Background: an optimization exercise with open tools, aiming at a short achievable clock period and few clock cycles. Do not read the settings as production practice. Function was checked by simulation only, so behaviour that the tests miss may differ from the original. Power figures rest on the tool's default switching activity, not on a simulated workload.

==> flow/design.v (outline; a module is shown in full before it is edited, if it fits) <==
// module muldiv_unit_p: 1768 lines
module muldiv_unit_p #(
    parameter int WIDTH = 32
) (
    input  logic             clk,
    input  logic             reset,
    input  logic             start,
    input  logic [2:0]       op,
    input  logic [WIDTH-1:0] src_a,
    input  logic [WIDTH-1:0] src_b,
    input  logic             cancel,
    input  logic             wr_en,
    input  logic             wr_hi,
    input  logic [WIDTH-1:0] wr_data,
    output logic             busy,
    output logic             done,
    output logic [WIDTH-1:0] hi,
    output logic [WIDTH-1:0] lo
);
  // ...
==> flow/flow/run.sh <==
#!/bin/bash
# Standard ORFS layout (the standard.sh, standard synthesis unchanged) with:
#  - port buffers of a plain buffer cell (buffer_ports otherwise picks a
#    delay cell), still one buffer on every input and output.
set -euo pipefail
MARGIN=$(cat flow/margin.txt)
bash standard.sh SETUP_SLACK_MARGIN=$MARGIN "BUFFER_PORTS_ARGS=-buffer_cell sky130_fd_sc_hd__buf_4" finish > make_finish.log 2>&1
==> flow/flow/margin.txt <==
7.5
==> flow/standard.sh <==
#!/bin/bash
# synth_recipe.tcl (not shown) runs the flow's synth.tcl, then flattens the netlist and writes it again
# the make line also repeats each setting of config.mk as NAME=value (left out here)
make -C /OpenROAD-flow-scripts/flow DESIGN_CONFIG=/design/flow/config.mk WORK_HOME=/design/flow/orfs CLKGATE_MAP_FILE= SYNTH_SCRIPT=/design/flow/synth_recipe.tcl "${@:-finish}"
==> flow/config.mk <==
export PLATFORM = sky130hd
export DESIGN_NAME = muldiv_unit_p
export DESIGN_NICKNAME = muldiv_unit_p
export VERILOG_FILES = /design/flow/design.v
export SDC_FILE = /design/flow/constraint.sdc
export NUM_CORES = 4
export LEC_CHECK = 0
export CAP_MARGIN = 40
export CORE_MARGIN = 2
export CORE_UTILIZATION = 40
export SLEW_MARGIN = 30
==> flow/constraint.sdc <==
create_clock -name core_clock -period 12.0 [get_ports {clk}]
set_input_delay 2.4000 -clock core_clock [delete_from_list [all_inputs] [get_ports {clk}]]
set_output_delay 2.4000 -clock core_clock [all_outputs]
set_load 0.01 [all_outputs]
==> results.sh, run 1 <==
export IMPL_synth_fa_ha_area_share_pct=23.4
export IMPL_sh_seq_area_pct=12.6
export IMPL_overflow=0
export IMPL_rows=201
export IMPL_crit_fanout=16
export IMPL_grt_max_degree=125
export IMPL_hold_viol=0
export IMPL_rrSetupSlack_ns=6.50
export IMPL_synthTopCellsByArea="ha_1 13%, fa_1 9.9%, xnor2_1 9.0%, dfxtp_1 8.3%, edfxtp_1 6.6%"
export IMPL_cts_tree="built"
export IMPL_multiInputGateArea_um2=105000
export IMPL_holdWs_ns=0.427
export IMPL_final_layout_size_suffix_gt1_share_pct=25.3
export IMPL_status="timing/DRC/antenna clean"
export IMPL_dr_pass1_iters=15
export IMPL_synth_compound_area_share_pct=27.6
export IMPL_sequentialPowerShare_pct=9.2
export IMPL_worst_path_stages=18
export IMPL_cp_buffers_inverters=4
export IMPL_grt_use_met3_pct=20.4
export IMPL_power_uw=50200
export IMPL_nets=17581
export IMPL_finalSetupTns_ns=0
export IMPL_combPwrFrac_pct=83.5
export IMPL_fin_worst_skew_ns=0.137
export IMPL_synth_simple_gate_area_share_pct=11.9
export IMPL_n_tap_cell=3958
export IMPL_regMostFlops="mo_q"
export IMPL_drc=0
export IMPL_crit_family="compound AO/OA/AOI/OAI gates"
export IMPL_reg2reg_from="mo_q[50]$_DFFE_PP_"
export IMPL_utilization_pct=52.6
export IMPL_holdBufCountCts=0
export IMPL_swShare_pct=58.4
export IMPL_synth_xor_area_share_pct=12.8
export IMPL_top_layer="met5"
export IMPL_final_clkbuf_count=146
export IMPL_via_per_inst=6.87
Testbench counts, summed over its fixed seeds: cycles 12,378.
==> inputs of run 2 (changes only) <==
--- a/flow/design.v
+++ b/flow/design.v
@@ -1731,38 +1731,40 @@
         end else begin
             rem  <= rem_n;
             quo  <= quo << 4;
             qq   <= qq_n;
             qm   <= qm_n;
             cnt  <= cnt - 3'd1;
         end
     end
-    logic        take_mul, wr_ok;
-    logic [31:0] hi_oth, lo_oth, hi_d, lo_d;
-    assign take_mul = st_mul && !cancel;
-    assign wr_ok    = wr_en && !(start && !cancel);
+    logic        hsel, wr_ok, div_ok;
+    logic [31:0] hm, lm, ho, lo_o, hi_base, lo_base, ho_d, lo_o_d;
+    assign hi = hsel ? hm : ho;
+    assign lo = hsel ? lm : lo_o;
+    assign wr_ok   = !busy && wr_en && !(start && !cancel);
+    assign div_ok  = busy && fin && !cancel && !st_mul;
+    assign hi_base = hsel ? hm : ho;
+    assign lo_base = hsel ? lm : lo_o;
     always_comb begin
-        if (busy) begin
-            if (fin && !cancel && !st_mul) begin
-                hi_oth = st_prep ? a_q : div_hi;
-                lo_oth = st_prep ? {32{bz}} : div_lo;
-            end else begin
-                hi_oth = hi;
-                lo_oth = lo;
-            end
-        end else begin
-            hi_oth = (wr_ok && wr_hi)  ? wr_data : hi;
-            lo_oth = (wr_ok && !wr_hi) ? wr_data : lo;
-        end
-        hi_d = take_mul ? mul_res[63:32] : hi_oth;
-        lo_d = take_mul ? mul_res[31:0]  : lo_oth;
+        if (div_ok)                ho_d = st_prep ? a_q : div_hi;
+        else if (wr_ok && wr_hi)   ho_d = wr_data;
+        else                       ho_d = hi_base;
+        if (div_ok)                lo_o_d = st_prep ? {32{bz}} : div_lo;
+        else if (wr_ok && !wr_hi)  lo_o_d = wr_data;
+        else                       lo_o_d = lo_base;
+    end
+    always_ff @(posedge clk) begin
+        hm <= mul_res[63:32];
+        lm <= mul_res[31:0];
     end
     always_ff @(posedge clk or posedge reset) begin
         if (reset) begin
-            hi <= '0;
-            lo <= '0;
+            hsel  <= 1'b0;
+            ho   <= '0;
+            lo_o <= '0;
         end else begin
-            hi <= hi_d;
-            lo <= lo_d;
+            hsel  <= st_mul && !cancel;
+            ho   <= ho_d;
+            lo_o <= lo_o_d;
         end
     end
 endmodule
==> results.sh, run 2 <==
export IMPL_status="timing/DRC/antenna clean"
export IMPL_worstMarginPinSlew_ns=1.07
export IMPL_p_int_uw=20900
export IMPL_vdd_drop_max_mv=0.403
export IMPL_top_layer="met5"
export IMPL_netlist_instances=15103
export IMPL_rrSetupSlack_ns=6.79
export IMPL_via_per_inst=6.82
export IMPL_wl_met2_mm=349
export IMPL_hold_viol=0
export IMPL_cp_required_ns=12.66
export IMPL_crit_arrival_ns=5.87
export IMPL_netlist_area_um2=124000
export IMPL_slew_limit_headroom_pct=27.8
export IMPL_synth_top_area_cell="ha_1"
export IMPL_final_common_cell="a21oi_1"
export IMPL_grt_pass1_vias=132283
export IMPL_syn2layout_area_growth_pct=30.1
export IMPL_power_density_nw_per_um2=303
export IMPL_cp_buffers_inverters=4
export IMPL_netlist_area_leader_share_pct=13.1
export IMPL_grt_pass1_wl_mm=1100
export IMPL_seq_area_um2=21100
export IMPL_synthTopCellsByArea="ha_1 13%, fa_1 9.7%, dfxtp_1 9.1%, xnor2_1 8.7%, edfxtp_1 6.5%"
export IMPL_cts_root_buf="clkbuf_16"
export IMPL_synth_most_common_cell="ha_1"
export IMPL_fin_worst_skew_ns=0.0943
export IMPL_clkSinkCount=901
export IMPL_track_usage_pct=50.7
export IMPL_cts_buffers=101
export IMPL_syn_avg_cell_area_um2=8.19
export IMPL_finalCriticalPeriod_ns=5.21
export IMPL_place_hpwl_mm=613
export IMPL_sequentialPowerShare_pct=10.1
export IMPL_regMostFlops="mo_q"
export IMPL_antenna_left=0
export IMPL_power_net_switching_uw=27800
export IMPL_worstHoldPathType="reg -> reg"
export IMPL_synth_top_cells_by_count="1295 x ha_1, 1281 x a21oi_1, 1234 x xnor2_1, 1026 x inv_1, 919 x o21ai_0"
export IMPL_synth_edf_count=266
export IMPL_crit_family="compound AO/OA/AOI/OAI gates"
export IMPL_overflow=0
export IMPL_start_kind="register"
export IMPL_io_buffers=170
export IMPL_crit_chain="clkinvlp_4 > buf_4 > buf_12 > ha_1 > nor2b_1 > o31a_1 > o41ai_4 > o211ai_1 > a41oi_2 > buf_6 > nor2_1 > o31ai_1 > xor2_1 > o22ai_1 > a2111oi_2 > o2111ai_2 > o31a_1"
export IMPL_rsz0062_at_grt="yes"
export IMPL_wirelength_mm=842
export IMPL_p_leak_uw=0.0666
export IMPL_grt_max_degree=138
export IMPL_max_stage_delay_ns=0.46
export IMPL_final_cell_mix="1123 x a21oi_1, 1090 x ha_1, 1084 x xnor2_1"
export IMPL_wl_met1_mm=291
export IMPL_die_w_um=560
export IMPL_power_uw=48700
export IMPL_cp_end_kind="register"
export IMPL_pwr_share_clk_pct=7.4
export IMPL_combPwrFrac_pct=82.5
export IMPL_nets=17958
export IMPL_ios=171
export IMPL_htreeDepth=3
export IMPL_drc=0
export IMPL_largest_reg_flops=264
export IMPL_initialDrtViolationCount=19539
export IMPL_fp_dieArea_um2=314000
export IMPL_seq_area_frac_synth_pct=17.0
export IMPL_max_freq_mhz=192
export IMPL_cts_buffer_depth=3
export IMPL_antenna_found_initial=80
export IMPL_multiInputGateArea_um2=107000
export IMPL_dr_pass1_iters=10
export IMPL_wl_per_cell_um=41.7
export IMPL_core_um2=308000
export IMPL_holdBufCountCts=0
export IMPL_synth_seq_cells=901
export IMPL_vias=137824
export IMPL_maxCapViolCount=0
export IMPL_yosys_most_used_dff="dfxtp_1"
export IMPL_syn_num_nets=17100
export IMPL_insertion_delay_ns=0.80
export IMPL_async_flop_share_pct=7.77
export IMPL_final_layout_size_suffix_gt1_share_pct=24.2
export IMPL_setup_viol=0
export IMPL_nFillCells=29044
export IMPL_finalSetupTns_ns=0
export IMPL_crit_fanout=5
export IMPL_place_congestion=1.10
export IMPL_die_h_um=560
export IMPL_cpMostUsedCell="o31a_1"
export IMPL_critical_path_slowest_cell="edfxtp_1"
export IMPL_met3_wirelength_mm=105
export IMPL_clkTransAtPathRegs_ns=0.07
export IMPL_swShare_pct=57.1
export IMPL_cts_tree="built"
export IMPL_finalMaxSlewViolations=0
export IMPL_initial_utilization_pct=40.1
export IMPL_worstSetupPathType="reg -> reg"
export IMPL_rows=204
export IMPL_fin_crit_sh_pct=43.4
export IMPL_synth_distinct_cells=91
export IMPL_ys_warn_count=1
-- run 2: changes by cell type after synthesis, sizes merged, moves of 32 or more --
cell / delta
dfxtp: +64
nor3: +59
a22oi: -32
o21ai: +37
clkbuf: +62
buf: -65
mux2: +73
o211ai: -37
mux2i: +52
-- run 2: layout make-up --
class	count	area share, %
inverters	1046	2.61
clock buffers	126	1.72
clock inverters	64	0.608
repair buffers	1765	12.4
diodes	40	0.0622
flip-flops and latches	901	13.1
multi-input cells	12146	66.3
well taps	4120	3.20
-- run 2: metrics by stage --
stage / instances / util [%] / setup slack [ns] / cell area (um^2) / hold slack, ns
after floorplan: 15103 / - / 6.38 / 125000 / 0.411
after global placement: 18776 / 42.3 / 3.94 / 130000 / 0.423
after detailed placement: 18842 / 42.6 / 4.78 / 131000 / 0.427
after CTS: 19821 / 49.6 / 7.03 / 153000 / 0.450
after global routing: 20176 / 52.2 / 6.86 / 161000 / 0.476
final: 20208 / 52.2 / 6.79 / 161000 / 0.423
-- run 2: worst min-delay path, cell delays in order (launching register included) --
cell,delay (ns)
dfxtp_1,0.30
inv_1,0.04
o21ai_0,0.05
-- run 2: timing repair --
action / in CTS / in global routing
resized for setup: 2117 / 1013
buffers inserted: 728 / 298
setup endpoints to repair: 560 / 385
cloned: 61 / 22
pin swaps: 474 / 513
-- run 2: worst paths after layout --
kind / start / end / depth (start not counted)
min in group asynchronous: reset / ho[3]$_DFF_PP0_ / 2
worst min register to register: quo[16]$_DFF_P_ / quo[20]$_DFF_P_ / 2
max in group asynchronous: reset / ho[10]$_DFF_PP0_ / 3
worst max-delay path: mo_q[253]$_DFFE_PP_ / ho[29]$_DFF_PP0_ / 17
worst max register to register: mo_q[253]$_DFFE_PP_ / ho[29]$_DFF_PP0_ / 17
worst min-delay path: quo[16]$_DFF_P_ / quo[20]$_DFF_P_ / 2
-- run 2: cell families after synthesis --
logic type | synth area share (%)
muxes | 2.26
adders and majority gates | 22.8
DFF | 17.0
xor gates and xnor gates | 12.5
AOI/OAI and AO/OA | 27.0
buffers and inverters | 6.28
and+or+nand+nor | 12.2
-- run 2: power by group through the flow --
stage	registers (uW)	clock network (uW)	logic, uW
6_report	4900	3600	40200
5_1_grt	4950	3710	41300
4_1_cts	4870	3610	35500
3_5_place_dp	4930	0	31500
3_3_place_gp	4930	0	31400
2_1_floorplan	4800	0	18800
-- run 2: metal layers --
| metal | vias to the layer above | GRT usage [%] |
|---|---|---|
| met5 | - | 0.869 |
| met2 | 10551 | 75.4 |
| met3 | 3468 | 18.4 |
| li1 | 55981 | - |
| met4 | 46 | 45.5 |
| met1 | 67778 | 56.7 |
Testbench counts of run 2, summed over its fixed seeds: cycles 12,378.

## re-timing with driven ports
Ports are ideal in the flow. The routed layouts listed here were re-timed in OpenROAD. Step 1 (the two cells are an assumption about what drives the block):
set clk [get_ports {clk}]
set_driving_cell -lib_cell sky130_fd_sc_hd__clkbuf_16 $clk
set_driving_cell -lib_cell sky130_fd_sc_hd__buf_2 [delete_from_list [all_inputs] $clk]
Step 2, shift: input delay + t, output delay - t, t = (earliest + latest rising clock arrival at the registers) / 2. This alone moves slack from input paths to output paths. a / b / c = ideal ports / drivers / drivers and shift; a / b = the first two.
| run | t, ns | setup slack, ns | worst hold slack (ns) | latest minus earliest clock arrival (ns) | worst register clock-pin slew, ns |
|---|---|---|---|---|---|
| run 1 | 0.996 | 6.501 / 6.501 / 5.825 | 0.427 / 0.427 / 0.427 | 0.137 / 0.137 | 0.08 / 0.08 |
| run 2 | 0.864 | 6.787 / 6.787 / 5.930 | 0.423 / 0.423 / 0.423 | 0.094 / 0.094 | 0.08 / 0.08 |
After both steps setup and hold are still met in every run listed. The setup slack of run 2, which loses most, moves by 0.000 ns with the drivers and by -0.857 ns with both steps.
